Context: an optimization exercise on an open-source flow, tuned for small area and a short achievable clock period. The choices shown serve that exercise and are no tape-out recipe.
At most, simulation tests tie the RTL to the original design; equivalence was not proved.
Power figures rest on the tool's default switching activity, not on a simulated workload.

// exec_top
module exec_top (
    input  logic                      clk,
    input  logic                      rst_n,
    input  logic                      in_valid,
    input  core_pkg::instr_u          instr,
    input  logic [core_pkg::xlen-1:0] pc,
    input  logic [core_pkg::xlen-1:0] rs1data,
    input  logic [core_pkg::xlen-1:0] rs2data,
    output core_pkg::ex_result_t      result,
    output logic                      out_valid
);
export LEC_CHECK = 0
export CAP_MARGIN = 20
export CORE_MARGIN = 2
export CORE_UTILIZATION = 40
export SETUP_SLACK_MARGIN = 2.5
export SLEW_MARGIN = 20
create_clock -name core_clock -period 7.0 [get_ports {clk}]
standard.sh (not shown) runs the stock make flow with config.mk's settings and CLKGATE_MAP_FILE= SYNTH_SCRIPT=/design/flow/synth_recipe.tcl, a recipe that flattens the netlist after the stock synthesis.
==> flow/flow/run.sh <==
#!/bin/bash
# Standard ORFS layout, except that ports are buffered with a small buffer
# (sky130_fd_sc_hd__buf_1) in place of ORFS's default choice.
set -euo pipefail
export BUFFER_PORTS_ARGS="-buffer_cell sky130_fd_sc_hd__buf_1"
bash standard.sh > standard_flow.log 2>&1
The starting point finished with timing, DRC and antenna clean.
Rerun with:
--- a/flow/config.mk
+++ b/flow/config.mk
@@ -9,4 +9,5 @@
 export CORE_MARGIN = 2
 export CORE_UTILIZATION = 40
+export CTS_BUF_LIST = sky130_fd_sc_hd__clkbuf_8
 export SETUP_SLACK_MARGIN = 2.5
 export SLEW_MARGIN = 20
Effect: Die area stays the same; clock power decreases by 24%; sequential share of layout area climbs by 0.61 points; maximum frequency grows by 1.0%; sequential power hardly moves; first-iteration DRC count is higher by 6.7%; power drops by 8.9%; global-route usage hardly moves.

exec_top, a different RTL version from the one above (not shown whole).
Size in the first run: ~250 I/O pins, about 0.012 sq mm of cells after synthesis.
export LEC_CHECK = 0
export CAP_MARGIN = 20
export CORE_MARGIN = 2
export CORE_UTILIZATION = 40
export CTS_BUF_LIST = sky130_fd_sc_hd__clkbuf_8
export SETUP_SLACK_MARGIN = 2.75
export SLEW_MARGIN = 20
create_clock -name core_clock -period 7.0 [get_ports {clk}]
==> flow/flow/run.sh <==
#!/bin/bash
# Standard ORFS layout (the standard.sh) with two changes:
#  - ports are buffered with sky130_fd_sc_hd__buf_1 in place of ORFS's default choice;
#  - the don't-use list is the platform's own (first 36 names of flow/dont_use.txt)
#    plus slow multi-input cells (or3/or4, and4, nand4/nor4, a2111/o2111, a311/o311,
#    a41/o41, a32/o32, a221o, o221a, a211o, o211a, a222oi, mux4, ...), so that
#    synthesis and repair build paths from simpler, faster gates.
# make's whole output goes to standard_flow.log; ORFS keeps each step's log under orfs/logs.
set -euo pipefail
export BUFFER_PORTS_ARGS="-buffer_cell sky130_fd_sc_hd__buf_1"
dont_use="$(tr '\n' ' ' < flow/dont_use.txt)"
bash standard.sh "DONT_USE_CELLS=$dont_use" finish > standard_flow.log 2>&1
Other scripts of this flow, unchanged in this note and not shown: flow/flow/dont_use.txt
==> next run, changes <==
- SETUP_SLACK_MARGIN: 2.75 -> 2.5
Core utilization is lower by 1.5 points.
Maximum frequency is lower by 3.6%.
Power is lower by 1.2%.
Register-to-register slack degrades by 0.04 ns.

## rev 12
Another version of the RTL of exec_top (not shown whole).
Size: ~1,400 cells after synthesis, ~120 flip-flops, ~250 I/O pins.
clock: 7.0 ns
lec_check: 0
cap_margin: 20
core_margin: 2
core_utilization: 40
slew_margin: 20
==> flow/flow/run.sh <==
#!/bin/bash
# Standard ORFS layout, except that ports are buffered with a small buffer
# (sky130_fd_sc_hd__buf_1) in place of ORFS's default choice.
set -euo pipefail
export BUFFER_PORTS_ARGS="-buffer_cell sky130_fd_sc_hd__buf_1"
bash standard.sh > standard_flow.log 2>&1
#### Input delta (rev 13 over rev 12)
==> flow/run.sh (new file) <==
#!/bin/bash
# synth_recipe.tcl (not shown) runs the flow's synth.tcl, then flattens the netlist and writes it again
# the make line also repeats each setting of config.mk as NAME=value (left out here)
make -C /OpenROAD-flow-scripts/flow DESIGN_CONFIG=/design/flow/config.mk WORK_HOME=/design/flow/orfs CLKGATE_MAP_FILE= SYNTH_SCRIPT=/design/flow/synth_recipe.tcl finish
removed: flow/flow/run.sh
removed: flow/standard.sh
Findings:
- NOTE: number of optimization iterations in the first detailed-route pass in rev 13 falls short of that of rev 12
- Compare rev 12 and rev 13 | worst setup slack higher: rev 13
- When the final numbers for rev 12 and rev 13 were put side by side, the share of the cycle needed by the critical path after routing turned out to be greater in rev 12.
- Rev 13: sequential group share of total power 3.0 points below rev 12
- Number of instances in the placed design (higher): rev 13
- Cmp rev 13 vs rev 12: utilization higher in rev 13
- | clock network fraction of total power | higher: rev 12 |
- Sequential power delta (rev 12 -> rev 13): insignificant
- Wire length delta for rev 13 relative to rev 12: 2600 µm higher
No functional check of the RTL was part of any run of this note.

[port drivers added, routing unchanged]
Ports are ideal in the flow. The routed layouts listed here were re-timed in OpenROAD.
Step 1 sets driving cells, clkbuf_16 on the clock port and buf_2 on the other inputs (assumed; they add their load-dependent delay and slew).
Step 2 times the ports against the registers' clock, not the clock port: input delays grow and output delays shrink by t, the midpoint of the rising clock arrivals with the driver on.
Slacks: no drivers / after step 1 / after step 2; pairs: no drivers / after step 1.
run	t (ns)	setup WS [ns]	worst hold slack (ns)
the first run of note 1	0.497	2.376 / 2.403 / 1.906	0.486 / 0.486 / 0.486
the second run of note 1	0.534	2.422 / 2.436 / 1.901	0.494 / 0.494 / 0.494
the first run of note 2	0.522	2.638 / 2.656 / 2.134	0.491 / 0.491 / 0.491
the second run of note 2	0.526	2.473 / 2.490 / 1.964	0.494 / 0.494 / 0.494
rev 12	0.507	0.475 / 0.504 / -0.003	0.485 / 0.485 / 0.485
rev 13	0.504	0.502 / 0.522 / 0.019	0.487 / 0.487 / 0.487
Met with ideal ports but missed after step 2: setup timing in rev 12. The setup slack of the second run of note 1, which loses most, moves by +0.014 ns with the drivers and by -0.521 ns with both steps.
